Background: an optimization exercise with open tools, aiming at small area and a short achievable clock period. Do not read the settings as production practice. The RTL was checked by simulation tests, not by an equivalence proof against the original design. Power and IR drop assume default switching activity.

==> flow/design.v <==
package approx_mon_pkg;
  localparam int W     = 16;
  localparam int CNT_W = 32;
  localparam int ACC_W = 64;
  typedef enum logic [1:0] {
    IDLE  = 2'd0,
    RUN   = 2'd1,
    DRAIN = 2'd2,
    DONE  = 2'd3
  } mon_state_t;
endpackage
module approx_err_calc #(
  parameter int W = approx_mon_pkg::W
) (
  input  logic                  clk,
  input  logic                  rst,
  input  logic                  smp_valid,
  input  logic [W-1:0]          a,
  input  logic [W-1:0]          b,
  input  logic [2*W-1:0]        prod,
  output logic                  res_valid,
  output logic [W-1:0]          res_a,
  output logic [W-1:0]          res_b,
  output logic [2*W:0]          diff
);
  logic                s1_valid;
  logic [W-1:0]        s1_a;
  logic [W-1:0]        s1_b;
  logic [2*W-1:0]      s1_prod;
  logic [2*W:0]        tree_x, tree_y, sum_y;
  logic                keep;
  wire bo0 = s1_b[0] ^ 1'b0;
  wire bt0 = (s1_b[1] & ~s1_b[0] & ~1'b0) | (~s1_b[1] & s1_b[0] & 1'b0);
  wire bn0 = s1_b[1];
  wire bo1 = s1_b[2] ^ s1_b[1];
  wire bt1 = (s1_b[3] & ~s1_b[2] & ~s1_b[1]) | (~s1_b[3] & s1_b[2] & s1_b[1]);
  wire bn1 = s1_b[3];
  wire bo2 = s1_b[4] ^ s1_b[3];
  wire bt2 = (s1_b[5] & ~s1_b[4] & ~s1_b[3]) | (~s1_b[5] & s1_b[4] & s1_b[3]);
  wire bn2 = s1_b[5];
  wire bo3 = s1_b[6] ^ s1_b[5];
  wire bt3 = (s1_b[7] & ~s1_b[6] & ~s1_b[5]) | (~s1_b[7] & s1_b[6] & s1_b[5]);
  wire bn3 = s1_b[7];
  wire bo4 = s1_b[8] ^ s1_b[7];
  wire bt4 = (s1_b[9] & ~s1_b[8] & ~s1_b[7]) | (~s1_b[9] & s1_b[8] & s1_b[7]);
  wire bn4 = s1_b[9];
  wire bo5 = s1_b[10] ^ s1_b[9];
  wire bt5 = (s1_b[11] & ~s1_b[10] & ~s1_b[9]) | (~s1_b[11] & s1_b[10] & s1_b[9]);
  wire bn5 = s1_b[11];
  wire bo6 = s1_b[12] ^ s1_b[11];
  wire bt6 = (s1_b[13] & ~s1_b[12] & ~s1_b[11]) | (~s1_b[13] & s1_b[12] & s1_b[11]);
  wire bn6 = s1_b[13];
  wire bo7 = s1_b[14] ^ s1_b[13];
  wire bt7 = (s1_b[15] & ~s1_b[14] & ~s1_b[13]) | (~s1_b[15] & s1_b[14] & s1_b[13]);
  wire bn7 = s1_b[15];
  wire pp0_0 = ((s1_a[0] & bo0) | (1'b0 & bt0)) ^ bn0;
  wire pp0_1 = ((s1_a[1] & bo0) | (s1_a[0] & bt0)) ^ bn0;
  wire pp0_2 = ((s1_a[2] & bo0) | (s1_a[1] & bt0)) ^ bn0;
  wire pp0_3 = ((s1_a[3] & bo0) | (s1_a[2] & bt0)) ^ bn0;
  wire pp0_4 = ((s1_a[4] & bo0) | (s1_a[3] & bt0)) ^ bn0;
  wire pp0_5 = ((s1_a[5] & bo0) | (s1_a[4] & bt0)) ^ bn0;
  wire pp0_6 = ((s1_a[6] & bo0) | (s1_a[5] & bt0)) ^ bn0;
  wire pp0_7 = ((s1_a[7] & bo0) | (s1_a[6] & bt0)) ^ bn0;
  wire pp0_8 = ((s1_a[8] & bo0) | (s1_a[7] & bt0)) ^ bn0;
  wire pp0_9 = ((s1_a[9] & bo0) | (s1_a[8] & bt0)) ^ bn0;
  wire pp0_10 = ((s1_a[10] & bo0) | (s1_a[9] & bt0)) ^ bn0;
  wire pp0_11 = ((s1_a[11] & bo0) | (s1_a[10] & bt0)) ^ bn0;
  wire pp0_12 = ((s1_a[12] & bo0) | (s1_a[11] & bt0)) ^ bn0;
  wire pp0_13 = ((s1_a[13] & bo0) | (s1_a[12] & bt0)) ^ bn0;
  wire pp0_14 = ((s1_a[14] & bo0) | (s1_a[13] & bt0)) ^ bn0;
  wire pp0_15 = ((s1_a[15] & bo0) | (s1_a[14] & bt0)) ^ bn0;
  wire pp0_16 = ((1'b0 & bo0) | (s1_a[15] & bt0)) ^ bn0;
  wire ns0 = ~bn0;
  wire pp1_0 = ((s1_a[0] & bo1) | (1'b0 & bt1)) ^ bn1;
  wire pp1_1 = ((s1_a[1] & bo1) | (s1_a[0] & bt1)) ^ bn1;
  wire pp1_2 = ((s1_a[2] & bo1) | (s1_a[1] & bt1)) ^ bn1;
  wire pp1_3 = ((s1_a[3] & bo1) | (s1_a[2] & bt1)) ^ bn1;
  wire pp1_4 = ((s1_a[4] & bo1) | (s1_a[3] & bt1)) ^ bn1;
  wire pp1_5 = ((s1_a[5] & bo1) | (s1_a[4] & bt1)) ^ bn1;
  wire pp1_6 = ((s1_a[6] & bo1) | (s1_a[5] & bt1)) ^ bn1;
  wire pp1_7 = ((s1_a[7] & bo1) | (s1_a[6] & bt1)) ^ bn1;
  wire pp1_8 = ((s1_a[8] & bo1) | (s1_a[7] & bt1)) ^ bn1;
  wire pp1_9 = ((s1_a[9] & bo1) | (s1_a[8] & bt1)) ^ bn1;
  wire pp1_10 = ((s1_a[10] & bo1) | (s1_a[9] & bt1)) ^ bn1;
  wire pp1_11 = ((s1_a[11] & bo1) | (s1_a[10] & bt1)) ^ bn1;
  wire pp1_12 = ((s1_a[12] & bo1) | (s1_a[11] & bt1)) ^ bn1;
  wire pp1_13 = ((s1_a[13] & bo1) | (s1_a[12] & bt1)) ^ bn1;
  wire pp1_14 = ((s1_a[14] & bo1) | (s1_a[13] & bt1)) ^ bn1;
  wire pp1_15 = ((s1_a[15] & bo1) | (s1_a[14] & bt1)) ^ bn1;
  wire pp1_16 = ((1'b0 & bo1) | (s1_a[15] & bt1)) ^ bn1;
  wire ns1 = ~bn1;
  wire pp2_0 = ((s1_a[0] & bo2) | (1'b0 & bt2)) ^ bn2;
  wire pp2_1 = ((s1_a[1] & bo2) | (s1_a[0] & bt2)) ^ bn2;
  wire pp2_2 = ((s1_a[2] & bo2) | (s1_a[1] & bt2)) ^ bn2;
  wire pp2_3 = ((s1_a[3] & bo2) | (s1_a[2] & bt2)) ^ bn2;
  wire pp2_4 = ((s1_a[4] & bo2) | (s1_a[3] & bt2)) ^ bn2;
  wire pp2_5 = ((s1_a[5] & bo2) | (s1_a[4] & bt2)) ^ bn2;
  wire pp2_6 = ((s1_a[6] & bo2) | (s1_a[5] & bt2)) ^ bn2;
  wire pp2_7 = ((s1_a[7] & bo2) | (s1_a[6] & bt2)) ^ bn2;
  wire pp2_8 = ((s1_a[8] & bo2) | (s1_a[7] & bt2)) ^ bn2;
  wire pp2_9 = ((s1_a[9] & bo2) | (s1_a[8] & bt2)) ^ bn2;
  wire pp2_10 = ((s1_a[10] & bo2) | (s1_a[9] & bt2)) ^ bn2;
  wire pp2_11 = ((s1_a[11] & bo2) | (s1_a[10] & bt2)) ^ bn2;
  wire pp2_12 = ((s1_a[12] & bo2) | (s1_a[11] & bt2)) ^ bn2;
  wire pp2_13 = ((s1_a[13] & bo2) | (s1_a[12] & bt2)) ^ bn2;
  wire pp2_14 = ((s1_a[14] & bo2) | (s1_a[13] & bt2)) ^ bn2;
  wire pp2_15 = ((s1_a[15] & bo2) | (s1_a[14] & bt2)) ^ bn2;
  wire pp2_16 = ((1'b0 & bo2) | (s1_a[15] & bt2)) ^ bn2;
  wire ns2 = ~bn2;
  wire pp3_0 = ((s1_a[0] & bo3) | (1'b0 & bt3)) ^ bn3;
  wire pp3_1 = ((s1_a[1] & bo3) | (s1_a[0] & bt3)) ^ bn3;
  wire pp3_2 = ((s1_a[2] & bo3) | (s1_a[1] & bt3)) ^ bn3;
  wire pp3_3 = ((s1_a[3] & bo3) | (s1_a[2] & bt3)) ^ bn3;
  wire pp3_4 = ((s1_a[4] & bo3) | (s1_a[3] & bt3)) ^ bn3;
  wire pp3_5 = ((s1_a[5] & bo3) | (s1_a[4] & bt3)) ^ bn3;
  wire pp3_6 = ((s1_a[6] & bo3) | (s1_a[5] & bt3)) ^ bn3;
  wire pp3_7 = ((s1_a[7] & bo3) | (s1_a[6] & bt3)) ^ bn3;
  wire pp3_8 = ((s1_a[8] & bo3) | (s1_a[7] & bt3)) ^ bn3;
  wire pp3_9 = ((s1_a[9] & bo3) | (s1_a[8] & bt3)) ^ bn3;
  wire pp3_10 = ((s1_a[10] & bo3) | (s1_a[9] & bt3)) ^ bn3;
  wire pp3_11 = ((s1_a[11] & bo3) | (s1_a[10] & bt3)) ^ bn3;
  wire pp3_12 = ((s1_a[12] & bo3) | (s1_a[11] & bt3)) ^ bn3;
  wire pp3_13 = ((s1_a[13] & bo3) | (s1_a[12] & bt3)) ^ bn3;
  wire pp3_14 = ((s1_a[14] & bo3) | (s1_a[13] & bt3)) ^ bn3;
  wire pp3_15 = ((s1_a[15] & bo3) | (s1_a[14] & bt3)) ^ bn3;
  wire pp3_16 = ((1'b0 & bo3) | (s1_a[15] & bt3)) ^ bn3;
  wire ns3 = ~bn3;
  wire pp4_0 = ((s1_a[0] & bo4) | (1'b0 & bt4)) ^ bn4;
  wire pp4_1 = ((s1_a[1] & bo4) | (s1_a[0] & bt4)) ^ bn4;
  wire pp4_2 = ((s1_a[2] & bo4) | (s1_a[1] & bt4)) ^ bn4;
  wire pp4_3 = ((s1_a[3] & bo4) | (s1_a[2] & bt4)) ^ bn4;
  wire pp4_4 = ((s1_a[4] & bo4) | (s1_a[3] & bt4)) ^ bn4;
  wire pp4_5 = ((s1_a[5] & bo4) | (s1_a[4] & bt4)) ^ bn4;
  wire pp4_6 = ((s1_a[6] & bo4) | (s1_a[5] & bt4)) ^ bn4;
  wire pp4_7 = ((s1_a[7] & bo4) | (s1_a[6] & bt4)) ^ bn4;
  wire pp4_8 = ((s1_a[8] & bo4) | (s1_a[7] & bt4)) ^ bn4;
  wire pp4_9 = ((s1_a[9] & bo4) | (s1_a[8] & bt4)) ^ bn4;
  wire pp4_10 = ((s1_a[10] & bo4) | (s1_a[9] & bt4)) ^ bn4;
  wire pp4_11 = ((s1_a[11] & bo4) | (s1_a[10] & bt4)) ^ bn4;
  wire pp4_12 = ((s1_a[12] & bo4) | (s1_a[11] & bt4)) ^ bn4;
  wire pp4_13 = ((s1_a[13] & bo4) | (s1_a[12] & bt4)) ^ bn4;
  wire pp4_14 = ((s1_a[14] & bo4) | (s1_a[13] & bt4)) ^ bn4;
  wire pp4_15 = ((s1_a[15] & bo4) | (s1_a[14] & bt4)) ^ bn4;
  wire pp4_16 = ((1'b0 & bo4) | (s1_a[15] & bt4)) ^ bn4;
  wire ns4 = ~bn4;
  wire pp5_0 = ((s1_a[0] & bo5) | (1'b0 & bt5)) ^ bn5;
  wire pp5_1 = ((s1_a[1] & bo5) | (s1_a[0] & bt5)) ^ bn5;
  wire pp5_2 = ((s1_a[2] & bo5) | (s1_a[1] & bt5)) ^ bn5;
  wire pp5_3 = ((s1_a[3] & bo5) | (s1_a[2] & bt5)) ^ bn5;
  wire pp5_4 = ((s1_a[4] & bo5) | (s1_a[3] & bt5)) ^ bn5;
  wire pp5_5 = ((s1_a[5] & bo5) | (s1_a[4] & bt5)) ^ bn5;
  wire pp5_6 = ((s1_a[6] & bo5) | (s1_a[5] & bt5)) ^ bn5;
  wire pp5_7 = ((s1_a[7] & bo5) | (s1_a[6] & bt5)) ^ bn5;
  wire pp5_8 = ((s1_a[8] & bo5) | (s1_a[7] & bt5)) ^ bn5;
  wire pp5_9 = ((s1_a[9] & bo5) | (s1_a[8] & bt5)) ^ bn5;
  wire pp5_10 = ((s1_a[10] & bo5) | (s1_a[9] & bt5)) ^ bn5;
  wire pp5_11 = ((s1_a[11] & bo5) | (s1_a[10] & bt5)) ^ bn5;
  wire pp5_12 = ((s1_a[12] & bo5) | (s1_a[11] & bt5)) ^ bn5;
  wire pp5_13 = ((s1_a[13] & bo5) | (s1_a[12] & bt5)) ^ bn5;
  wire pp5_14 = ((s1_a[14] & bo5) | (s1_a[13] & bt5)) ^ bn5;
  wire pp5_15 = ((s1_a[15] & bo5) | (s1_a[14] & bt5)) ^ bn5;
  wire pp5_16 = ((1'b0 & bo5) | (s1_a[15] & bt5)) ^ bn5;
  wire ns5 = ~bn5;
  wire pp6_0 = ((s1_a[0] & bo6) | (1'b0 & bt6)) ^ bn6;
  wire pp6_1 = ((s1_a[1] & bo6) | (s1_a[0] & bt6)) ^ bn6;
  wire pp6_2 = ((s1_a[2] & bo6) | (s1_a[1] & bt6)) ^ bn6;
  wire pp6_3 = ((s1_a[3] & bo6) | (s1_a[2] & bt6)) ^ bn6;
  wire pp6_4 = ((s1_a[4] & bo6) | (s1_a[3] & bt6)) ^ bn6;
  wire pp6_5 = ((s1_a[5] & bo6) | (s1_a[4] & bt6)) ^ bn6;
  wire pp6_6 = ((s1_a[6] & bo6) | (s1_a[5] & bt6)) ^ bn6;
  wire pp6_7 = ((s1_a[7] & bo6) | (s1_a[6] & bt6)) ^ bn6;
  wire pp6_8 = ((s1_a[8] & bo6) | (s1_a[7] & bt6)) ^ bn6;
  wire pp6_9 = ((s1_a[9] & bo6) | (s1_a[8] & bt6)) ^ bn6;
  wire pp6_10 = ((s1_a[10] & bo6) | (s1_a[9] & bt6)) ^ bn6;
  wire pp6_11 = ((s1_a[11] & bo6) | (s1_a[10] & bt6)) ^ bn6;
  wire pp6_12 = ((s1_a[12] & bo6) | (s1_a[11] & bt6)) ^ bn6;
  wire pp6_13 = ((s1_a[13] & bo6) | (s1_a[12] & bt6)) ^ bn6;
  wire pp6_14 = ((s1_a[14] & bo6) | (s1_a[13] & bt6)) ^ bn6;
  wire pp6_15 = ((s1_a[15] & bo6) | (s1_a[14] & bt6)) ^ bn6;
  wire pp6_16 = ((1'b0 & bo6) | (s1_a[15] & bt6)) ^ bn6;
  wire ns6 = ~bn6;
  wire pp7_0 = ((s1_a[0] & bo7) | (1'b0 & bt7)) ^ bn7;
  wire pp7_1 = ((s1_a[1] & bo7) | (s1_a[0] & bt7)) ^ bn7;
  wire pp7_2 = ((s1_a[2] & bo7) | (s1_a[1] & bt7)) ^ bn7;
  wire pp7_3 = ((s1_a[3] & bo7) | (s1_a[2] & bt7)) ^ bn7;
  wire pp7_4 = ((s1_a[4] & bo7) | (s1_a[3] & bt7)) ^ bn7;
  wire pp7_5 = ((s1_a[5] & bo7) | (s1_a[4] & bt7)) ^ bn7;
  wire pp7_6 = ((s1_a[6] & bo7) | (s1_a[5] & bt7)) ^ bn7;
  wire pp7_7 = ((s1_a[7] & bo7) | (s1_a[6] & bt7)) ^ bn7;
  wire pp7_8 = ((s1_a[8] & bo7) | (s1_a[7] & bt7)) ^ bn7;
  wire pp7_9 = ((s1_a[9] & bo7) | (s1_a[8] & bt7)) ^ bn7;
  wire pp7_10 = ((s1_a[10] & bo7) | (s1_a[9] & bt7)) ^ bn7;
  wire pp7_11 = ((s1_a[11] & bo7) | (s1_a[10] & bt7)) ^ bn7;
  wire pp7_12 = ((s1_a[12] & bo7) | (s1_a[11] & bt7)) ^ bn7;
  wire pp7_13 = ((s1_a[13] & bo7) | (s1_a[12] & bt7)) ^ bn7;
  wire pp7_14 = ((s1_a[14] & bo7) | (s1_a[13] & bt7)) ^ bn7;
  wire pp7_15 = ((s1_a[15] & bo7) | (s1_a[14] & bt7)) ^ bn7;
  wire pp7_16 = ((1'b0 & bo7) | (s1_a[15] & bt7)) ^ bn7;
  wire ns7 = ~bn7;
  wire pq_0 = s1_a[0] & s1_b[15];
  wire pq_1 = s1_a[1] & s1_b[15];
  wire pq_2 = s1_a[2] & s1_b[15];
  wire pq_3 = s1_a[3] & s1_b[15];
  wire pq_4 = s1_a[4] & s1_b[15];
  wire pq_5 = s1_a[5] & s1_b[15];
  wire pq_6 = s1_a[6] & s1_b[15];
  wire pq_7 = s1_a[7] & s1_b[15];
  wire pq_8 = s1_a[8] & s1_b[15];
  wire pq_9 = s1_a[9] & s1_b[15];
  wire pq_10 = s1_a[10] & s1_b[15];
  wire pq_11 = s1_a[11] & s1_b[15];
  wire pq_12 = s1_a[12] & s1_b[15];
  wire pq_13 = s1_a[13] & s1_b[15];
  wire pq_14 = s1_a[14] & s1_b[15];
  wire pq_15 = s1_a[15] & s1_b[15];
  wire np_0 = ~s1_prod[0];
  wire np_1 = ~s1_prod[1];
  wire np_2 = ~s1_prod[2];
  wire np_3 = ~s1_prod[3];
  wire np_4 = ~s1_prod[4];
  wire np_5 = ~s1_prod[5];
  wire np_6 = ~s1_prod[6];
  wire np_7 = ~s1_prod[7];
  wire np_8 = ~s1_prod[8];
  wire np_9 = ~s1_prod[9];
  wire np_10 = ~s1_prod[10];
  wire np_11 = ~s1_prod[11];
  wire np_12 = ~s1_prod[12];
  wire np_13 = ~s1_prod[13];
  wire np_14 = ~s1_prod[14];
  wire np_15 = ~s1_prod[15];
  wire np_16 = ~s1_prod[16];
  wire np_17 = ~s1_prod[17];
  wire np_18 = ~s1_prod[18];
  wire np_19 = ~s1_prod[19];
  wire np_20 = ~s1_prod[20];
  wire np_21 = ~s1_prod[21];
  wire np_22 = ~s1_prod[22];
  wire np_23 = ~s1_prod[23];
  wire np_24 = ~s1_prod[24];
  wire np_25 = ~s1_prod[25];
  wire np_26 = ~s1_prod[26];
  wire np_27 = ~s1_prod[27];
  wire np_28 = ~s1_prod[28];
  wire np_29 = ~s1_prod[29];
  wire np_30 = ~s1_prod[30];
  wire np_31 = ~s1_prod[31];
  wire s1 = pp0_14 ^ pp1_12;
  wire c2 = pp0_14 & pp1_12;
  wire s3 = pp0_15 ^ pp1_13;
  wire c4 = pp0_15 & pp1_13;
  wire s5 = pp0_16 ^ pp1_14 ^ pp2_12;
  wire c6 = (pp0_16 & pp1_14) | (pp0_16 & pp2_12) | (pp1_14 & pp2_12);
  wire s7 = ns0 ^ pp1_15 ^ pp2_13;
  wire c8 = (ns0 & pp1_15) | (ns0 & pp2_13) | (pp1_15 & pp2_13);
  wire s9 = pp3_11 ^ pp4_9;
  wire c10 = pp3_11 & pp4_9;
  wire s11 = pp1_16 ^ pp2_14 ^ pp3_12;
  wire c12 = (pp1_16 & pp2_14) | (pp1_16 & pp3_12) | (pp2_14 & pp3_12);
  wire s13 = pp4_10 ^ pp5_8;
  wire c14 = pp4_10 & pp5_8;
  wire s15 = ns1 ^ pp2_15 ^ pp3_13;
  wire c16 = (ns1 & pp2_15) | (ns1 & pp3_13) | (pp2_15 & pp3_13);
  wire s17 = pp2_16 ^ pp3_14;
  wire c18 = pp2_16 & pp3_14;
  wire s19 = pp0_8 ^ pp1_6;
  wire c20 = pp0_8 & pp1_6;
  wire s21 = pp0_9 ^ pp1_7;
  wire c22 = pp0_9 & pp1_7;
  wire s23 = pp0_10 ^ pp1_8 ^ pp2_6;
  wire c24 = (pp0_10 & pp1_8) | (pp0_10 & pp2_6) | (pp1_8 & pp2_6);
  wire s25 = pp3_4 ^ pp4_2;
  wire c26 = pp3_4 & pp4_2;
  wire s27 = pp0_11 ^ pp1_9 ^ pp2_7;
  wire c28 = (pp0_11 & pp1_9) | (pp0_11 & pp2_7) | (pp1_9 & pp2_7);
  wire s29 = pp3_5 ^ pp4_3;
  wire c30 = pp3_5 & pp4_3;
  wire s31 = pp0_12 ^ pp1_10 ^ pp2_8;
  wire c32 = (pp0_12 & pp1_10) | (pp0_12 & pp2_8) | (pp1_10 & pp2_8);
  wire s33 = pp3_6 ^ pp4_4 ^ pp5_2;
  wire c34 = (pp3_6 & pp4_4) | (pp3_6 & pp5_2) | (pp4_4 & pp5_2);
  wire s35 = pp6_0 ^ bn6;
  wire c36 = pp6_0 & bn6;
  wire s37 = pp0_13 ^ pp1_11 ^ pp2_9;
  wire c38 = (pp0_13 & pp1_11) | (pp0_13 & pp2_9) | (pp1_11 & pp2_9);
  wire s39 = pp3_7 ^ pp4_5 ^ pp5_3;
  wire c40 = (pp3_7 & pp4_5) | (pp3_7 & pp5_3) | (pp4_5 & pp5_3);
  wire s41 = pp6_1 ^ np_13;
  wire c42 = pp6_1 & np_13;
  wire s43 = s1 ^ pp2_10 ^ pp3_8;
  wire c44 = (s1 & pp2_10) | (s1 & pp3_8) | (pp2_10 & pp3_8);
  wire s45 = pp4_6 ^ pp5_4 ^ pp6_2;
  wire c46 = (pp4_6 & pp5_4) | (pp4_6 & pp6_2) | (pp5_4 & pp6_2);
  wire s47 = pp7_0 ^ bn7 ^ np_14;
  wire c48 = (pp7_0 & bn7) | (pp7_0 & np_14) | (bn7 & np_14);
  wire s49 = c2 ^ s3 ^ pp2_11;
  wire c50 = (c2 & s3) | (c2 & pp2_11) | (s3 & pp2_11);
  wire s51 = pp3_9 ^ pp4_7 ^ pp5_5;
  wire c52 = (pp3_9 & pp4_7) | (pp3_9 & pp5_5) | (pp4_7 & pp5_5);
  wire s53 = pp6_3 ^ pp7_1 ^ np_15;
  wire c54 = (pp6_3 & pp7_1) | (pp6_3 & np_15) | (pp7_1 & np_15);
  wire s55 = c4 ^ s5 ^ pp3_10;
  wire c56 = (c4 & s5) | (c4 & pp3_10) | (s5 & pp3_10);
  wire s57 = pp4_8 ^ pp5_6 ^ pp6_4;
  wire c58 = (pp4_8 & pp5_6) | (pp4_8 & pp6_4) | (pp5_6 & pp6_4);
  wire s59 = pp7_2 ^ pq_0 ^ np_16;
  wire c60 = (pp7_2 & pq_0) | (pp7_2 & np_16) | (pq_0 & np_16);
  wire s61 = c6 ^ s7 ^ s9;
  wire c62 = (c6 & s7) | (c6 & s9) | (s7 & s9);
  wire s63 = pp5_7 ^ pp6_5 ^ pp7_3;
  wire c64 = (pp5_7 & pp6_5) | (pp5_7 & pp7_3) | (pp6_5 & pp7_3);
  wire s65 = pq_1 ^ np_17 ^ 1'b1;
  wire c66 = (pq_1 & np_17) | (pq_1 & 1'b1) | (np_17 & 1'b1);
  wire s67 = c8 ^ c10 ^ s11;
  wire c68 = (c8 & c10) | (c8 & s11) | (c10 & s11);
  wire s69 = s13 ^ pp6_6 ^ pp7_4;
  wire c70 = (s13 & pp6_6) | (s13 & pp7_4) | (pp6_6 & pp7_4);
  wire s71 = pq_2 ^ np_18 ^ 1'b1;
  wire c72 = (pq_2 & np_18) | (pq_2 & 1'b1) | (np_18 & 1'b1);
  wire s73 = c12 ^ c14 ^ s15;
  wire c74 = (c12 & c14) | (c12 & s15) | (c14 & s15);
  wire s75 = pp4_11 ^ pp5_9 ^ pp6_7;
  wire c76 = (pp4_11 & pp5_9) | (pp4_11 & pp6_7) | (pp5_9 & pp6_7);
  wire s77 = pp7_5 ^ pq_3 ^ np_19;
  wire c78 = (pp7_5 & pq_3) | (pp7_5 & np_19) | (pq_3 & np_19);
  wire s79 = c16 ^ s17 ^ pp4_12;
  wire c80 = (c16 & s17) | (c16 & pp4_12) | (s17 & pp4_12);
  wire s81 = pp5_10 ^ pp6_8 ^ pp7_6;
  wire c82 = (pp5_10 & pp6_8) | (pp5_10 & pp7_6) | (pp6_8 & pp7_6);
  wire s83 = pq_4 ^ np_20 ^ 1'b1;
  wire c84 = (pq_4 & np_20) | (pq_4 & 1'b1) | (np_20 & 1'b1);
  wire s85 = c18 ^ ns2 ^ pp3_15;
  wire c86 = (c18 & ns2) | (c18 & pp3_15) | (ns2 & pp3_15);
  wire s87 = pp4_13 ^ pp5_11 ^ pp6_9;
  wire c88 = (pp4_13 & pp5_11) | (pp4_13 & pp6_9) | (pp5_11 & pp6_9);
  wire s89 = pp7_7 ^ pq_5 ^ np_21;
  wire c90 = (pp7_7 & pq_5) | (pp7_7 & np_21) | (pq_5 & np_21);
  wire s91 = pp3_16 ^ pp4_14 ^ pp5_12;
  wire c92 = (pp3_16 & pp4_14) | (pp3_16 & pp5_12) | (pp4_14 & pp5_12);
  wire s93 = pp6_10 ^ pp7_8 ^ pq_6;
  wire c94 = (pp6_10 & pp7_8) | (pp6_10 & pq_6) | (pp7_8 & pq_6);
  wire s95 = np_22 ^ 1'b1;
  wire c96 = np_22 & 1'b1;
  wire s97 = ns3 ^ pp4_15 ^ pp5_13;
  wire c98 = (ns3 & pp4_15) | (ns3 & pp5_13) | (pp4_15 & pp5_13);
  wire s99 = pp6_11 ^ pp7_9 ^ pq_7;
  wire c100 = (pp6_11 & pp7_9) | (pp6_11 & pq_7) | (pp7_9 & pq_7);
  wire s101 = pp4_16 ^ pp5_14 ^ pp6_12;
  wire c102 = (pp4_16 & pp5_14) | (pp4_16 & pp6_12) | (pp5_14 & pp6_12);
  wire s103 = pp7_10 ^ pq_8;
  wire c104 = pp7_10 & pq_8;
  wire s105 = ns4 ^ pp5_15 ^ pp6_13;
  wire c106 = (ns4 & pp5_15) | (ns4 & pp6_13) | (pp5_15 & pp6_13);
  wire s107 = pp5_16 ^ pp6_14;
  wire c108 = pp5_16 & pp6_14;
  wire s109 = pp0_4 ^ pp1_2;
  wire c110 = pp0_4 & pp1_2;
  wire s111 = pp0_5 ^ pp1_3;
  wire c112 = pp0_5 & pp1_3;
  wire s113 = pp0_6 ^ pp1_4 ^ pp2_2;
  wire c114 = (pp0_6 & pp1_4) | (pp0_6 & pp2_2) | (pp1_4 & pp2_2);
  wire s115 = pp3_0 ^ bn3;
  wire c116 = pp3_0 & bn3;
  wire s117 = pp0_7 ^ pp1_5 ^ pp2_3;
  wire c118 = (pp0_7 & pp1_5) | (pp0_7 & pp2_3) | (pp1_5 & pp2_3);
  wire s119 = pp3_1 ^ np_7;
  wire c120 = pp3_1 & np_7;
  wire s121 = s19 ^ pp2_4 ^ pp3_2;
  wire c122 = (s19 & pp2_4) | (s19 & pp3_2) | (pp2_4 & pp3_2);
  wire s123 = pp4_0 ^ bn4 ^ np_8;
  wire c124 = (pp4_0 & bn4) | (pp4_0 & np_8) | (bn4 & np_8);
  wire s125 = c20 ^ s21 ^ pp2_5;
  wire c126 = (c20 & s21) | (c20 & pp2_5) | (s21 & pp2_5);
  wire s127 = pp3_3 ^ pp4_1 ^ np_9;
  wire c128 = (pp3_3 & pp4_1) | (pp3_3 & np_9) | (pp4_1 & np_9);
  wire s129 = c22 ^ s23 ^ s25;
  wire c130 = (c22 & s23) | (c22 & s25) | (s23 & s25);
  wire s131 = pp5_0 ^ bn5 ^ np_10;
  wire c132 = (pp5_0 & bn5) | (pp5_0 & np_10) | (bn5 & np_10);
  wire s133 = c24 ^ c26 ^ s27;
  wire c134 = (c24 & c26) | (c24 & s27) | (c26 & s27);
  wire s135 = s29 ^ pp5_1 ^ np_11;
  wire c136 = (s29 & pp5_1) | (s29 & np_11) | (pp5_1 & np_11);
  wire s137 = c28 ^ c30 ^ s31;
  wire c138 = (c28 & c30) | (c28 & s31) | (c30 & s31);
  wire s139 = s33 ^ s35 ^ np_12;
  wire c140 = (s33 & s35) | (s33 & np_12) | (s35 & np_12);
  wire s141 = c32 ^ c34 ^ c36;
  wire c142 = (c32 & c34) | (c32 & c36) | (c34 & c36);
  wire s143 = s37 ^ s39 ^ s41;
  wire c144 = (s37 & s39) | (s37 & s41) | (s39 & s41);
  wire s145 = c38 ^ c40 ^ c42;
  wire c146 = (c38 & c40) | (c38 & c42) | (c40 & c42);
  wire s147 = s43 ^ s45 ^ s47;
  wire c148 = (s43 & s45) | (s43 & s47) | (s45 & s47);
  wire s149 = c44 ^ c46 ^ c48;
  wire c150 = (c44 & c46) | (c44 & c48) | (c46 & c48);
  wire s151 = s49 ^ s51 ^ s53;
  wire c152 = (s49 & s51) | (s49 & s53) | (s51 & s53);
  wire s153 = c50 ^ c52 ^ c54;
  wire c154 = (c50 & c52) | (c50 & c54) | (c52 & c54);
  wire s155 = s55 ^ s57 ^ s59;
  wire c156 = (s55 & s57) | (s55 & s59) | (s57 & s59);
  wire s157 = c56 ^ c58 ^ c60;
  wire c158 = (c56 & c58) | (c56 & c60) | (c58 & c60);
  wire s159 = s61 ^ s63 ^ s65;
  wire c160 = (s61 & s63) | (s61 & s65) | (s63 & s65);
  wire s161 = c62 ^ c64 ^ c66;
  wire c162 = (c62 & c64) | (c62 & c66) | (c64 & c66);
  wire s163 = s67 ^ s69 ^ s71;
  wire c164 = (s67 & s69) | (s67 & s71) | (s69 & s71);
  wire s165 = c68 ^ c70 ^ c72;
  wire c166 = (c68 & c70) | (c68 & c72) | (c70 & c72);
  wire s167 = s73 ^ s75 ^ s77;
  wire c168 = (s73 & s75) | (s73 & s77) | (s75 & s77);
  wire s169 = c74 ^ c76 ^ c78;
  wire c170 = (c74 & c76) | (c74 & c78) | (c76 & c78);
  wire s171 = s79 ^ s81 ^ s83;
  wire c172 = (s79 & s81) | (s79 & s83) | (s81 & s83);
  wire s173 = c80 ^ c82 ^ c84;
  wire c174 = (c80 & c82) | (c80 & c84) | (c82 & c84);
  wire s175 = s85 ^ s87 ^ s89;
  wire c176 = (s85 & s87) | (s85 & s89) | (s87 & s89);
  wire s177 = c86 ^ c88 ^ c90;
  wire c178 = (c86 & c88) | (c86 & c90) | (c88 & c90);
  wire s179 = s91 ^ s93 ^ s95;
  wire c180 = (s91 & s93) | (s91 & s95) | (s93 & s95);
  wire s181 = c92 ^ c94 ^ c96;
  wire c182 = (c92 & c94) | (c92 & c96) | (c94 & c96);
  wire s183 = s97 ^ s99 ^ np_23;
  wire c184 = (s97 & s99) | (s97 & np_23) | (s99 & np_23);
  wire s185 = c98 ^ c100 ^ s101;
  wire c186 = (c98 & c100) | (c98 & s101) | (c100 & s101);
  wire s187 = s103 ^ np_24 ^ 1'b1;
  wire c188 = (s103 & np_24) | (s103 & 1'b1) | (np_24 & 1'b1);
  wire s189 = c102 ^ c104 ^ s105;
  wire c190 = (c102 & c104) | (c102 & s105) | (c104 & s105);
  wire s191 = pp7_11 ^ pq_9 ^ np_25;
  wire c192 = (pp7_11 & pq_9) | (pp7_11 & np_25) | (pq_9 & np_25);
  wire s193 = c106 ^ s107 ^ pp7_12;
  wire c194 = (c106 & s107) | (c106 & pp7_12) | (s107 & pp7_12);
  wire s195 = pq_10 ^ np_26 ^ 1'b1;
  wire c196 = (pq_10 & np_26) | (pq_10 & 1'b1) | (np_26 & 1'b1);
  wire s197 = c108 ^ ns5 ^ pp6_15;
  wire c198 = (c108 & ns5) | (c108 & pp6_15) | (ns5 & pp6_15);
  wire s199 = pp7_13 ^ pq_11 ^ np_27;
  wire c200 = (pp7_13 & pq_11) | (pp7_13 & np_27) | (pq_11 & np_27);
  wire s201 = pp6_16 ^ pp7_14 ^ pq_12;
  wire c202 = (pp6_16 & pp7_14) | (pp6_16 & pq_12) | (pp7_14 & pq_12);
  wire s203 = np_28 ^ 1'b1;
  wire c204 = np_28 & 1'b1;
  wire s205 = ns6 ^ pp7_15 ^ pq_13;
  wire c206 = (ns6 & pp7_15) | (ns6 & pq_13) | (pp7_15 & pq_13);
  wire s207 = pp7_16 ^ pq_14;
  wire c208 = pp7_16 & pq_14;
  wire s209 = pp0_2 ^ pp1_0;
  wire c210 = pp0_2 & pp1_0;
  wire s211 = pp0_3 ^ pp1_1;
  wire c212 = pp0_3 & pp1_1;
  wire s213 = s109 ^ pp2_0 ^ bn2;
  wire c214 = (s109 & pp2_0) | (s109 & bn2) | (pp2_0 & bn2);
  wire s215 = c110 ^ s111 ^ pp2_1;
  wire c216 = (c110 & s111) | (c110 & pp2_1) | (s111 & pp2_1);
  wire s217 = c112 ^ s113 ^ s115;
  wire c218 = (c112 & s113) | (c112 & s115) | (s113 & s115);
  wire s219 = c114 ^ c116 ^ s117;
  wire c220 = (c114 & c116) | (c114 & s117) | (c116 & s117);
  wire s221 = c118 ^ c120 ^ s121;
  wire c222 = (c118 & c120) | (c118 & s121) | (c120 & s121);
  wire s223 = c122 ^ c124 ^ s125;
  wire c224 = (c122 & c124) | (c122 & s125) | (c124 & s125);
  wire s225 = c126 ^ c128 ^ s129;
  wire c226 = (c126 & c128) | (c126 & s129) | (c128 & s129);
  wire s227 = c130 ^ c132 ^ s133;
  wire c228 = (c130 & c132) | (c130 & s133) | (c132 & s133);
  wire s229 = c134 ^ c136 ^ s137;
  wire c230 = (c134 & c136) | (c134 & s137) | (c136 & s137);
  wire s231 = c138 ^ c140 ^ s141;
  wire c232 = (c138 & c140) | (c138 & s141) | (c140 & s141);
  wire s233 = c142 ^ c144 ^ s145;
  wire c234 = (c142 & c144) | (c142 & s145) | (c144 & s145);
  wire s235 = c146 ^ c148 ^ s149;
  wire c236 = (c146 & c148) | (c146 & s149) | (c148 & s149);
  wire s237 = c150 ^ c152 ^ s153;
  wire c238 = (c150 & c152) | (c150 & s153) | (c152 & s153);
  wire s239 = c154 ^ c156 ^ s157;
  wire c240 = (c154 & c156) | (c154 & s157) | (c156 & s157);
  wire s241 = c158 ^ c160 ^ s161;
  wire c242 = (c158 & c160) | (c158 & s161) | (c160 & s161);
  wire s243 = c162 ^ c164 ^ s165;
  wire c244 = (c162 & c164) | (c162 & s165) | (c164 & s165);
  wire s245 = c166 ^ c168 ^ s169;
  wire c246 = (c166 & c168) | (c166 & s169) | (c168 & s169);
  wire s247 = c170 ^ c172 ^ s173;
  wire c248 = (c170 & c172) | (c170 & s173) | (c172 & s173);
  wire s249 = c174 ^ c176 ^ s177;
  wire c250 = (c174 & c176) | (c174 & s177) | (c176 & s177);
  wire s251 = c178 ^ c180 ^ s181;
  wire c252 = (c178 & c180) | (c178 & s181) | (c180 & s181);
  wire s253 = c182 ^ c184 ^ s185;
  wire c254 = (c182 & c184) | (c182 & s185) | (c184 & s185);
  wire s255 = c186 ^ c188 ^ s189;
  wire c256 = (c186 & c188) | (c186 & s189) | (c188 & s189);
  wire s257 = c190 ^ c192 ^ s193;
  wire c258 = (c190 & c192) | (c190 & s193) | (c192 & s193);
  wire s259 = c194 ^ c196 ^ s197;
  wire c260 = (c194 & c196) | (c194 & s197) | (c196 & s197);
  wire s261 = c198 ^ c200 ^ s201;
  wire c262 = (c198 & c200) | (c198 & s201) | (c200 & s201);
  wire s263 = c202 ^ c204 ^ s205;
  wire c264 = (c202 & c204) | (c202 & s205) | (c204 & s205);
  wire s265 = c206 ^ s207 ^ np_30;
  wire c266 = (c206 & s207) | (c206 & np_30) | (s207 & np_30);
  wire s267 = c208 ^ ns7 ^ pq_15;
  wire c268 = (c208 & ns7) | (c208 & pq_15) | (ns7 & pq_15);
  wire s269 = pp0_0 ^ bn0;
  wire c270 = pp0_0 & bn0;
  wire s271 = pp0_1 ^ np_1;
  wire c272 = pp0_1 & np_1;
  wire s273 = s209 ^ bn1 ^ np_2;
  wire c274 = (s209 & bn1) | (s209 & np_2) | (bn1 & np_2);
  wire s275 = c210 ^ s211 ^ np_3;
  wire c276 = (c210 & s211) | (c210 & np_3) | (s211 & np_3);
  wire s277 = c212 ^ s213 ^ np_4;
  wire c278 = (c212 & s213) | (c212 & np_4) | (s213 & np_4);
  wire s279 = c214 ^ s215 ^ np_5;
  wire c280 = (c214 & s215) | (c214 & np_5) | (s215 & np_5);
  wire s281 = c216 ^ s217 ^ np_6;
  wire c282 = (c216 & s217) | (c216 & np_6) | (s217 & np_6);
  wire s283 = c218 ^ s219 ^ s119;
  wire c284 = (c218 & s219) | (c218 & s119) | (s219 & s119);
  wire s285 = c220 ^ s221 ^ s123;
  wire c286 = (c220 & s221) | (c220 & s123) | (s221 & s123);
  wire s287 = c222 ^ s223 ^ s127;
  wire c288 = (c222 & s223) | (c222 & s127) | (s223 & s127);
  wire s289 = c224 ^ s225 ^ s131;
  wire c290 = (c224 & s225) | (c224 & s131) | (s225 & s131);
  wire s291 = c226 ^ s227 ^ s135;
  wire c292 = (c226 & s227) | (c226 & s135) | (s227 & s135);
  wire s293 = c228 ^ s229 ^ s139;
  wire c294 = (c228 & s229) | (c228 & s139) | (s229 & s139);
  wire s295 = c230 ^ s231 ^ s143;
  wire c296 = (c230 & s231) | (c230 & s143) | (s231 & s143);
  wire s297 = c232 ^ s233 ^ s147;
  wire c298 = (c232 & s233) | (c232 & s147) | (s233 & s147);
  wire s299 = c234 ^ s235 ^ s151;
  wire c300 = (c234 & s235) | (c234 & s151) | (s235 & s151);
  wire s301 = c236 ^ s237 ^ s155;
  wire c302 = (c236 & s237) | (c236 & s155) | (s237 & s155);
  wire s303 = c238 ^ s239 ^ s159;
  wire c304 = (c238 & s239) | (c238 & s159) | (s239 & s159);
  wire s305 = c240 ^ s241 ^ s163;
  wire c306 = (c240 & s241) | (c240 & s163) | (s241 & s163);
  wire s307 = c242 ^ s243 ^ s167;
  wire c308 = (c242 & s243) | (c242 & s167) | (s243 & s167);
  wire s309 = c244 ^ s245 ^ s171;
  wire c310 = (c244 & s245) | (c244 & s171) | (s245 & s171);
  wire s311 = c246 ^ s247 ^ s175;
  wire c312 = (c246 & s247) | (c246 & s175) | (s247 & s175);
  wire s313 = c248 ^ s249 ^ s179;
  wire c314 = (c248 & s249) | (c248 & s179) | (s249 & s179);
  wire s315 = c250 ^ s251 ^ s183;
  wire c316 = (c250 & s251) | (c250 & s183) | (s251 & s183);
  wire s317 = c252 ^ s253 ^ s187;
  wire c318 = (c252 & s253) | (c252 & s187) | (s253 & s187);
  wire s319 = c254 ^ s255 ^ s191;
  wire c320 = (c254 & s255) | (c254 & s191) | (s255 & s191);
  wire s321 = c256 ^ s257 ^ s195;
  wire c322 = (c256 & s257) | (c256 & s195) | (s257 & s195);
  wire s323 = c258 ^ s259 ^ s199;
  wire c324 = (c258 & s259) | (c258 & s199) | (s259 & s199);
  wire s325 = c260 ^ s261 ^ s203;
  wire c326 = (c260 & s261) | (c260 & s203) | (s261 & s203);
  wire s327 = c262 ^ s263 ^ np_29;
  wire c328 = (c262 & s263) | (c262 & np_29) | (s263 & np_29);
  wire s329 = c264 ^ s265 ^ 1'b1;
  wire c330 = (c264 & s265) | (c264 & 1'b1) | (s265 & 1'b1);
  wire s331 = c266 ^ s267 ^ np_31;
  wire c332 = (c266 & s267) | (c266 & np_31) | (s267 & np_31);
  assign tree_x = {c332, c330, c328, c326, c324, c322, c320, c318, c316, c314, c312, c310, c308, c306, c304, c302, c300, c298, c296, c294, c292, c290, c288, c286, c284, c282, c280, c278, c276, c274, c272, c270, s269};
  assign tree_y = {c268, s331, s329, s327, s325, s323, s321, s319, s317, s315, s313, s311, s309, s307, s305, s303, s301, s299, s297, s295, s293, s291, s289, s287, s285, s283, s281, s279, s277, s275, s273, s271, np_0};
  assign sum_y = tree_x + tree_y;
  assign keep  = s1_valid && !rst;
  always_ff @(posedge clk) begin
    s1_valid  <= smp_valid && !rst;
    s1_a      <= a;
    s1_b      <= b;
    s1_prod   <= prod;
    res_valid <= keep;
    res_a     <= s1_a;
    res_b     <= s1_b;
    diff      <= keep ? ~sum_y : '0;
  end
endmodule
module approx_err_monitor #(
  parameter int W     = approx_mon_pkg::W,
  parameter int CNT_W = approx_mon_pkg::CNT_W,
  parameter int ACC_W = approx_mon_pkg::ACC_W
) (
  input  logic                 clk,
  input  logic                 rst,
  input  logic                 in_valid,
  output logic                 in_ready,
  input  logic [W-1:0]         a,
  input  logic [W-1:0]         b,
  input  logic [2*W-1:0]       prod,
  input  logic                 start,
  input  logic [CNT_W-1:0]     win_len,
  output logic                 busy,
  output logic                 done,
  output logic [CNT_W-1:0]     smp_cnt,
  output logic [CNT_W-1:0]     err_cnt,
  output logic [ACC_W-1:0]     sum_ed,
  output logic [ACC_W-1:0]     sum_bias,
  output logic [2*W-1:0]       max_ed,
  output logic [W-1:0]         max_a,
  output logic [W-1:0]         max_b
);
  logic                run, dr1, dr2;
  logic [CNT_W-1:0]    rem;           
  logic                accept, last, clr, clr_all, len_nz;
  logic                res_valid;
  logic [W-1:0]        res_a, res_b;
  logic [2*W:0]        res_diff;
  logic                sgn, ne, gt;
  logic [2*W-1:0]      mag1;          
  logic [2*W:0]        cmp;
  logic [ACC_W:0]      ed_sum;
  approx_err_calc #(.W(W)) u_calc (
    .clk       (clk),
    .rst       (rst),
    .smp_valid (accept),
    .a         (a),
    .b         (b),
    .prod      (prod),
    .res_valid (res_valid),
    .res_a     (res_a),
    .res_b     (res_b),
    .diff      (res_diff)
  );
  assign in_ready = run;
  assign busy     = run | dr1 | dr2;
  assign accept   = in_valid & run;
  assign last     = (rem == CNT_W'(1));
  assign clr      = start & ~done & ~busy;
  assign clr_all  = rst | clr;
  assign len_nz   = (win_len != '0);
  assign sgn    = res_diff[2*W];
  assign mag1   = res_diff[2*W-1:0] ^ {(2*W){sgn}};
  assign ne     = (res_diff[2*W-1:0] != '0);
  assign cmp    = {1'b0, mag1} + {1'b0, ~max_ed} + (2*W+1)'(sgn);
  assign gt     = cmp[2*W];
  assign ed_sum = {sum_ed, sgn} + {(ACC_W-2*W)'(0), mag1, sgn};
  always_ff @(posedge clk) begin
    if (rst) begin
      run  <= 1'b0;
      dr1  <= 1'b0;
      dr2  <= 1'b0;
      done <= 1'b0;
    end else begin
      run  <= clr ? len_nz : (run & ~(accept & last));
      dr1  <= accept & last;
      dr2  <= dr1;
      done <= dr2 | (clr & ~len_nz);
    end
  end
  always_ff @(posedge clk) begin
    if (clr) rem <= win_len;
    else if (accept) rem <= rem - CNT_W'(1);
  end
  always_ff @(posedge clk) begin
    if (clr_all) begin
      smp_cnt  <= '0;
      err_cnt  <= '0;
      sum_ed   <= '0;
      sum_bias <= '0;
      max_ed   <= '0;
      max_a    <= '0;
      max_b    <= '0;
    end else begin
      smp_cnt  <= smp_cnt + CNT_W'(res_valid);
      err_cnt  <= err_cnt + CNT_W'(ne);
      sum_ed   <= ed_sum[ACC_W:1];
      sum_bias <= sum_bias + {{(ACC_W-2*W-1){sgn}}, res_diff};
      if (gt) begin
        max_ed <= mag1 + (2*W)'(sgn);
        max_a  <= res_a;
        max_b  <= res_b;
      end
    end
  end
endmodule
==> flow/run.sh <==
#!/bin/bash
# synth_recipe.tcl (not shown) runs the flow's synth.tcl, then flattens the netlist and writes it again
# the make line also repeats each setting of config.mk as NAME=value (left out here)
make -C /OpenROAD-flow-scripts/flow DESIGN_CONFIG=/design/flow/config.mk WORK_HOME=/design/flow/orfs CLKGATE_MAP_FILE= SYNTH_SCRIPT=/design/flow/synth_recipe.tcl finish
==> flow/config.mk <==
export PLATFORM = sky130hd
export DESIGN_NAME = approx_err_monitor
export DESIGN_NICKNAME = approx_err_monitor
export VERILOG_FILES = /design/flow/design.v
export SDC_FILE = /design/flow/constraint.sdc
export NUM_CORES = 4
export LEC_CHECK = 0
export CAP_MARGIN = 20
export CORE_MARGIN = 2
export CORE_UTILIZATION = 40
export SLEW_MARGIN = 20
==> flow/constraint.sdc <==
create_clock -name core_clock -period 7.2 [get_ports {clk}]
set_input_delay 1.4400 -clock core_clock [delete_from_list [all_inputs] [get_ports {clk}]]
set_output_delay 1.4400 -clock core_clock [all_outputs]
set_load 0.01 [all_outputs]
==> results.yml <==
drt:
  wl_per_cell_um: 19.1
  first_iter_violations: 2281
  viasPerCell: 5.52
  drc_errors: 0
  final_antenna_net_count: 0
  vias: 28656
  wirelength_um: 98900
  first_pass_iters: 9
clock_network:
  h-tree-depth: 2
  clkSinkCount: 423
  clk_pin_slew_ns: 0.06
  clockRootBuffer: "clkbuf_16"
  holdBufCountCts: 0
  cts_made_buffers: 52
  post_cts_buffers: 0
  cts_tree: "built"
  cts-resized-gates: 0
  clock_path_buffers: 3
  worst_skew_pair.late_latency_ns: 0.64
yosys:
  ys_ff_latch: 423
  synth_area_per_cell_um2: 7.96
  synth_cell_types: 86
  synth_cells: 3898
  synth_fp_nets: 4323
  syn-cell-area_um2: 31000
  synth_edf_count: 32
  synthFlopType: "dfxtp_1"
  yosysSeqAreaShare_pct: 28.3
  ys_warn_count: 2
  synthArstFlopShare_pct: 0
global_route:
  use_met3_pct: 2.82
  use_met2_pct: 39.1
  grt_usage_pct: 24.1
  overflow: 0
  grt.busiest_layer: "met2"
  grt_use_met1_pct: 33.8
  grt_pass1_wl_um: 152000
  grt_antenna_before_repair: 1
  grt_max_degree: 70
  grt_pass1_vias: 26428
finish:
  insertedDiodeCount: 0
  post_route_cells_drive_above_1_share_pct: 4.41
  layout_commonest_cell: "nor2_1"
  syn_to_final_growth_pct: 19.9
  layout_common_cells: "nor2_1, dfxtp_1, a21oi_1"
  final_nets: 4537
floorplan:
  placementRows: 102
  io-pin-count: 359
  dieWidth_um: 283
  core_area_um2: 77100
  initial_core_util_pct: 40.3
  die_area_um2: 79800
  die_h_um: 283
power:
  ir_worst_vdd_mv: 0.627
  powerDensity_nw_per_um2: 354
  power_leakage_nw: 14.9
placed_design:
  post-place-ws_ns: 0.740
  hpwlAfterDp_um: 76300
  routabilityCongestion: 0.908
  port_buffers: 358
sta:
  setup_violations: 0
  slew_headroom_pct: 28.0
  skew_ns: 0.0487
  setup_ws_ns: 0.737
  rsz0062_at_grt: "false"
  fin_crit_sh_pct: 89.8
  clock.fmax_mhz: 155
  holdWs_ns: 0.412
  slew_violations: 0
  setup_tns_ns: 0
  tightest_slew_ns: 1.07
  finalCriticalPeriod_ns: 6.46
  finalHoldViolCount: 0
setup_path:
  cp_cell_sequence: "and2_1, nand2_1, a21oi_1, nor2_1, a221oi_1, fa_1, fa_1, fa_1, inv_1, fa_1, inv_1, fa_1, ha_1, a21o_1, a21o_1, a21oi_1, o2111ai_1, a41o_1, a31o_2, o21a_1, or3_1, a21oi_1"
  crit_slowest_cell: "dfxtp_1"
  cpMostUsedCell: "fa_1"
  required_ns: 7.75
  cp-end-kind: "flip-flop"
  critical_path.max_stage_delay_ns: 0.61
  arrival_ns: 7.01
  crit_path_start_kind: "flip-flop"
  criticalPathCategory: "reg -> reg"
  critPathMaxFanout: 15
flow_run:
  drv_cap: 0
min_path:
  hold_path.class: "reg -> reg"
outcome:
  status: "finished clean"
[area by class of cell]
type | count | area (um2)
tap | 1040 | 1300
clock inverter | 16 | 241
sequential | 423 | 8790
multi-input combinational | 2953 | 20300
fill | 7655 | 39900
clock buffer | 78 | 1520
inverter | 257 | 965
timing repair buffer | 425 | 4090
[where the power goes]
| group | total (mW) | switching [mW] | internal, mW |
|---|---|---|---|
| sequential | 2.76 | 0.197 | 2.56 |
| combinational | 7.71 | 4.75 | 2.96 |
| clock | 2.69 | 1.11 | 1.58 |
[synthesized netlist by cell type (all sizes together), types with 43 or more instances]
library cell	n	area (um2)
a221oi	54	473
nand2	313	1170
fa	130	2600
o21ai	225	1130
ha	195	2440
nand4	52	325
dfxtp	391	7830
nor3	66	335
nor2	428	1610
o22ai	57	357
xor2	132	1160
inv	255	957
a22oi	43	323
a21o	86	647
xnor2	129	1130
nand2b	43	269
clkbuf	235	882
nand3	137	686
a21oi	389	1950
[registers in the layout (all words and copies together), names as in the netlist, 32 cells and up]
register and flops:
sum_bias 64, smp_cnt 32, sum_ed 64, err_cnt 32
rem 32, u_calc.diff 33, max_ed 32, u_calc.s1_prod 32
[layer usage]
layer	part of all wire [%]	routed length (um)	up-vias
met5	0	0	-
met4	2.6	2560	0
met3	6.1	6020	133
met2	45	44800	867
met1	46	45500	13594
li1	-	-	14062
[critical path, delay by kind of cell (launching register included)]
| kind | cells | cell delay (ns) |
|---|---|---|
| buffers and inverters | 2 | 0.16 |
| AND/OR/NAND/NOR | 4 | 0.87 |
| flip-flops | 1 | 0.61 |
| adder cells (fa/ha/maj) | 6 | 2.63 |
| AO/OA/AOI/OAI | 10 | 2.13 |
[cell families (layout without fill, tap and decap cells)]
| kind of cell | after synthesis | after routing | synth area share (%) |
|---|---|---|---|
| mux | 36 | 36 | 1.16 |
| fa+ha+maj | 344 | 344 | 16.9 |
| buf+inv | 522 | 776 | 6.40 |
| simple gates | 1253 | 1253 | 18.8 |
| flops | 423 | 423 | 28.3 |
| compound gates | 1059 | 1059 | 21.1 |
| xor+xnor | 261 | 261 | 7.36 |
[final timing paths]
check,startpoint,end,slack (ns),depth (start not counted)
min,u_calc.s1_a[5]$_DFF_P_,u_calc.res_a[5]$_DFF_P_,0.41,0
max reg2reg,u_calc.s1_b[3]$_DFF_P_,u_calc.diff[32]$_SDFF_PN0_,0.74,22
max,u_calc.s1_b[3]$_DFF_P_,u_calc.diff[32]$_SDFF_PN0_,0.74,22
min reg2reg,u_calc.s1_a[5]$_DFF_P_,u_calc.res_a[5]$_DFF_P_,0.41,0
[metrics by stage]
stage          cell area (um2)  utilization (%)  power, mW  std cells
3_3_place_gp             35400             46.0       10.4       5097
5_1_grt                  37200             48.3       14.2       5192
2_1_floorplan            31000                -       8.34       3898
4_1_cts                  37200             48.3       13.2       5191
3_5_place_dp             35400             46.0       10.4       5097
6_report                 37200             48.3       13.2       5192

static timing again, ports no longer ideal:
In the flow no input, the clock included, has a driving cell. The finished layout below was timed again as built, in two steps. Step 1 assumes that a clkbuf_16 drives the clock port and a buf_2 every other input. Step 2 times the ports against the registers' clock, not the clock port: input delays grow and output delays shrink by t, the midpoint of the rising clock arrivals with the driver on. Slacks: no drivers / after step 1 / after step 2; pairs: no drivers / after step 1.
t, ns: 0.684
setup slack, ns: 0.737 / 0.737 / 0.737
hold slack, ns: 0.412 / 0.412 / 0.412
worst register clock-pin slew, ns: 0.06 / 0.06
After both steps setup and hold are still met in this run. For this run, drivers alone change the setup slack by 0.000 ns; drivers and shift together by 0.000 ns.
